This is an optimization exercise on Yosys and OpenROAD, whose aim is a short achievable clock period and few clock cycles, not a production implementation. Only simulation tests tie the RTL to the original design; equivalence was not proved. Power figures rest on the tool's default switching activity, not on a simulated workload.

Design dataCache, start of the top module:
module dataCache
(
	input logic clock,
	input logic reset,
	input logic [32-1:0] address,
	input logic [32-1:0] writeData,
	input logic accessEnable,
	input logic byteAccess,
	input logic read,
	output logic [32-1:0] readData,
	output logic cacheWait,
	output logic [32-1:0] memAddress,
	output logic [32-1:0] memWriteData,
	output logic memEnable,
	output logic memRead,
	input logic [32-1:0] memReadData,
	input logic memWait
);
	localparam int TW = (32 - ((($clog2((32 / 8))) + $clog2(4)) + $clog2(4)));
	logic [TW-1:0] tagQ [4][4];       
	logic [3:0] validQ [4];
	logic [3:0] dirtyQ [4];
	logic [1:0] lastFillQ [4];
	logic [31:0] dataQ [4][4][4];     
	logic [31:0] aQ;
	logic [3:0] aSetOH;               
	logic [31:0] wdQ;                 
	logic [3:0] maskQ;
	logic byteQ;
	logic readQ;
	logic wrReqQ;                     
	logic pendQ;                      
	logic [3:0] pendWayQ;             
	logic busyQ;
	logic wbQ;                        
	logic busyPrevQ;
	logic firstQ;                     
	logic [1:0] wcQ;                  
	logic [1:0] missWayQ;
	logic [3:0] missOHQ;              
	logic [1:0] aSet;
	assign pendQ = wrReqQ && |pendWayQ;
	assign firstQ = busyQ && !busyPrevQ;
	logic [1:0] aWord;
	logic [TW-1:0] aTag;
	assign aSet = aQ[5:4];
	assign aWord = aQ[3:2];
	assign aTag = aQ[31:6];
	logic [1:0] victimOf [4];
	logic [3:0] wbNeed;
	logic [TW-1:0] vicTag [4];
	always_comb
	begin
		for (int s = 0; s < 4; s++)
		begin
			victimOf[s] = lastFillQ[s] + 2'd1;
			for (int w = 3; w >= 0; w--)
				if (!validQ[s][w])
					victimOf[s] = 2'(w);
			wbNeed[s] = validQ[s][victimOf[s]] && (dirtyQ[s][victimOf[s]]
				|| (pendQ && aSet == 2'(s) && pendWayQ[victimOf[s]]));
			vicTag[s] = tagQ[s][victimOf[s]];
		end
	end
	logic [1:0] iSet;
	logic [1:0] iWord;
	logic [1:0] iLane;
	logic [TW-1:0] iTag;
  ...
Size: roughly 2700 flip-flops, about 200 I/O pins, roughly 110000 µm² of cells after synthesis.
clock: 10.5 ns
lec_check: 0
abc_clock_period_in_ps: 2000
cap_margin: 20
core_margin: 2
core_utilization: 55
slew_margin: 20
standard.sh (not shown) runs the stock make flow with config.mk's settings and CLKGATE_MAP_FILE= SYNTH_SCRIPT=/design/flow/synth_recipe.tcl, a recipe that flattens the netlist after the stock synthesis.
==> flow/flow/run.sh <==
#!/bin/bash
# The standard layout (standard.sh, all steps unchanged), run with three
# settings changed: the timing repair may resize a cell to any footprint (the
# platform's MATCH_CELL_FOOTPRINT is 1), it aims for SETUP_SLACK_MARGIN ns of
# setup slack at the design's clock period (margin.txt), and the buffer that
# every input and output port gets is a buf_8 rather than the default
# clkdlybuf4s50_1 (a delay cell).
# make's full output goes to flow_make.log here; ORFS keeps each step's log
# under orfs/logs/.
set -euo pipefail
cd "$(dirname "${BASH_SOURCE[0]}")/.."
MARGIN=$(cat flow/margin.txt)
sed -E -e 's/ SETUP_SLACK_MARGIN=[^ ]+//g' \
	-e "s/CLKGATE_MAP_FILE= /CLKGATE_MAP_FILE= SETUP_SLACK_MARGIN=${MARGIN} MATCH_CELL_FOOTPRINT=0 'BUFFER_PORTS_ARGS=-buffer_cell sky130_fd_sc_hd__buf_8' /" \
	standard.sh > standard_tuned.sh
grep -q "MATCH_CELL_FOOTPRINT=0" standard_tuned.sh
bash standard_tuned.sh > flow_make.log 2>&1
==> flow/flow/margin.txt <==
7.3
The starting point produced a clean layout.
Testbench counts at the start, summed over its fixed seeds: cycles 55,934.
Then changed:
==> flow/flow/run.sh (replaced) <==
#!/bin/bash
# The standard layout (standard.sh, all steps unchanged), run with two
# repair settings changed: the timing repair may resize a cell to any
# footprint (the platform's MATCH_CELL_FOOTPRINT is 1), and it aims for
# SETUP_SLACK_MARGIN ns of setup slack at the design's clock period.
# make's full output goes to flow_make.log here; ORFS keeps each step's log
# under orfs/logs/.
set -euo pipefail
cd "$(dirname "${BASH_SOURCE[0]}")/.."
MARGIN=$(cat flow/margin.txt)
sed -E -e 's/ SETUP_SLACK_MARGIN=[^ ]+//g' \
	-e "s/CLKGATE_MAP_FILE= /CLKGATE_MAP_FILE= SETUP_SLACK_MARGIN=${MARGIN} MATCH_CELL_FOOTPRINT=0 /" \
	standard.sh > standard_tuned.sh
grep -q "MATCH_CELL_FOOTPRINT=0" standard_tuned.sh
bash standard_tuned.sh > flow_make.log 2>&1
Final area hardly moves. Total power is about the same. Routed wire length grows by 4.2%. Sequential share of layout area went up by 0.11 points. Cell count grows by 0.66%. Count of clock-buffer cells in the layout came out lower by 20. Combinational power hardly moves. Synthesized area stays the same.
Then changed:
==> flow/flow/margin.txt (replaced) <==
6.8
After rerunning:
- final area fell by 0.91%
- clock power stays flat
- combinational power fell by about 10%
- final cell count stays flat
- fmax rose by 0.36%
- clock-buffer cell count fell by 11
- power fell by about 4.7%
- setup slack improves by 14 ps
- routed wire length fell by about 2%
- sequential power is about the same

re-timing with driven ports:
The results above use ideal ports. As a check the final layouts listed here were re-extracted and re-timed, cells and wires unchanged.
Step 1, drivers: a clkbuf_16 drives clock and a buf_2 each remaining input, both assumed.
Step 2 times the ports against the registers' clock, not the clock port: input delays grow and output delays shrink by t, the midpoint of the rising clock arrivals with the driver on.
a / b / c = ideal / step 1 / step 2; a / b = the first two.
run | t (ns) | setup slack, ns | hold slack, ns | worst slew at a driven data input, ns | pins driven straight from the clock port
the first run | 1.026 | 6.636 / 6.108 / 5.082 | 0.476 / 0.476 / 0.476 | 0.70 | 1
the second run | 1.022 | 6.510 / 6.200 / 5.177 | 0.502 / 0.502 / 0.502 | 0.51 | 1
the third run | 1.039 | 6.524 / 6.249 / 5.210 | 0.493 / 0.493 / 0.493 | 0.43 | 1
After both steps setup and hold are still met in every run listed. The setup slack of the first run, which loses most, moves by -0.528 ns with the drivers and by -1.554 ns with both steps.
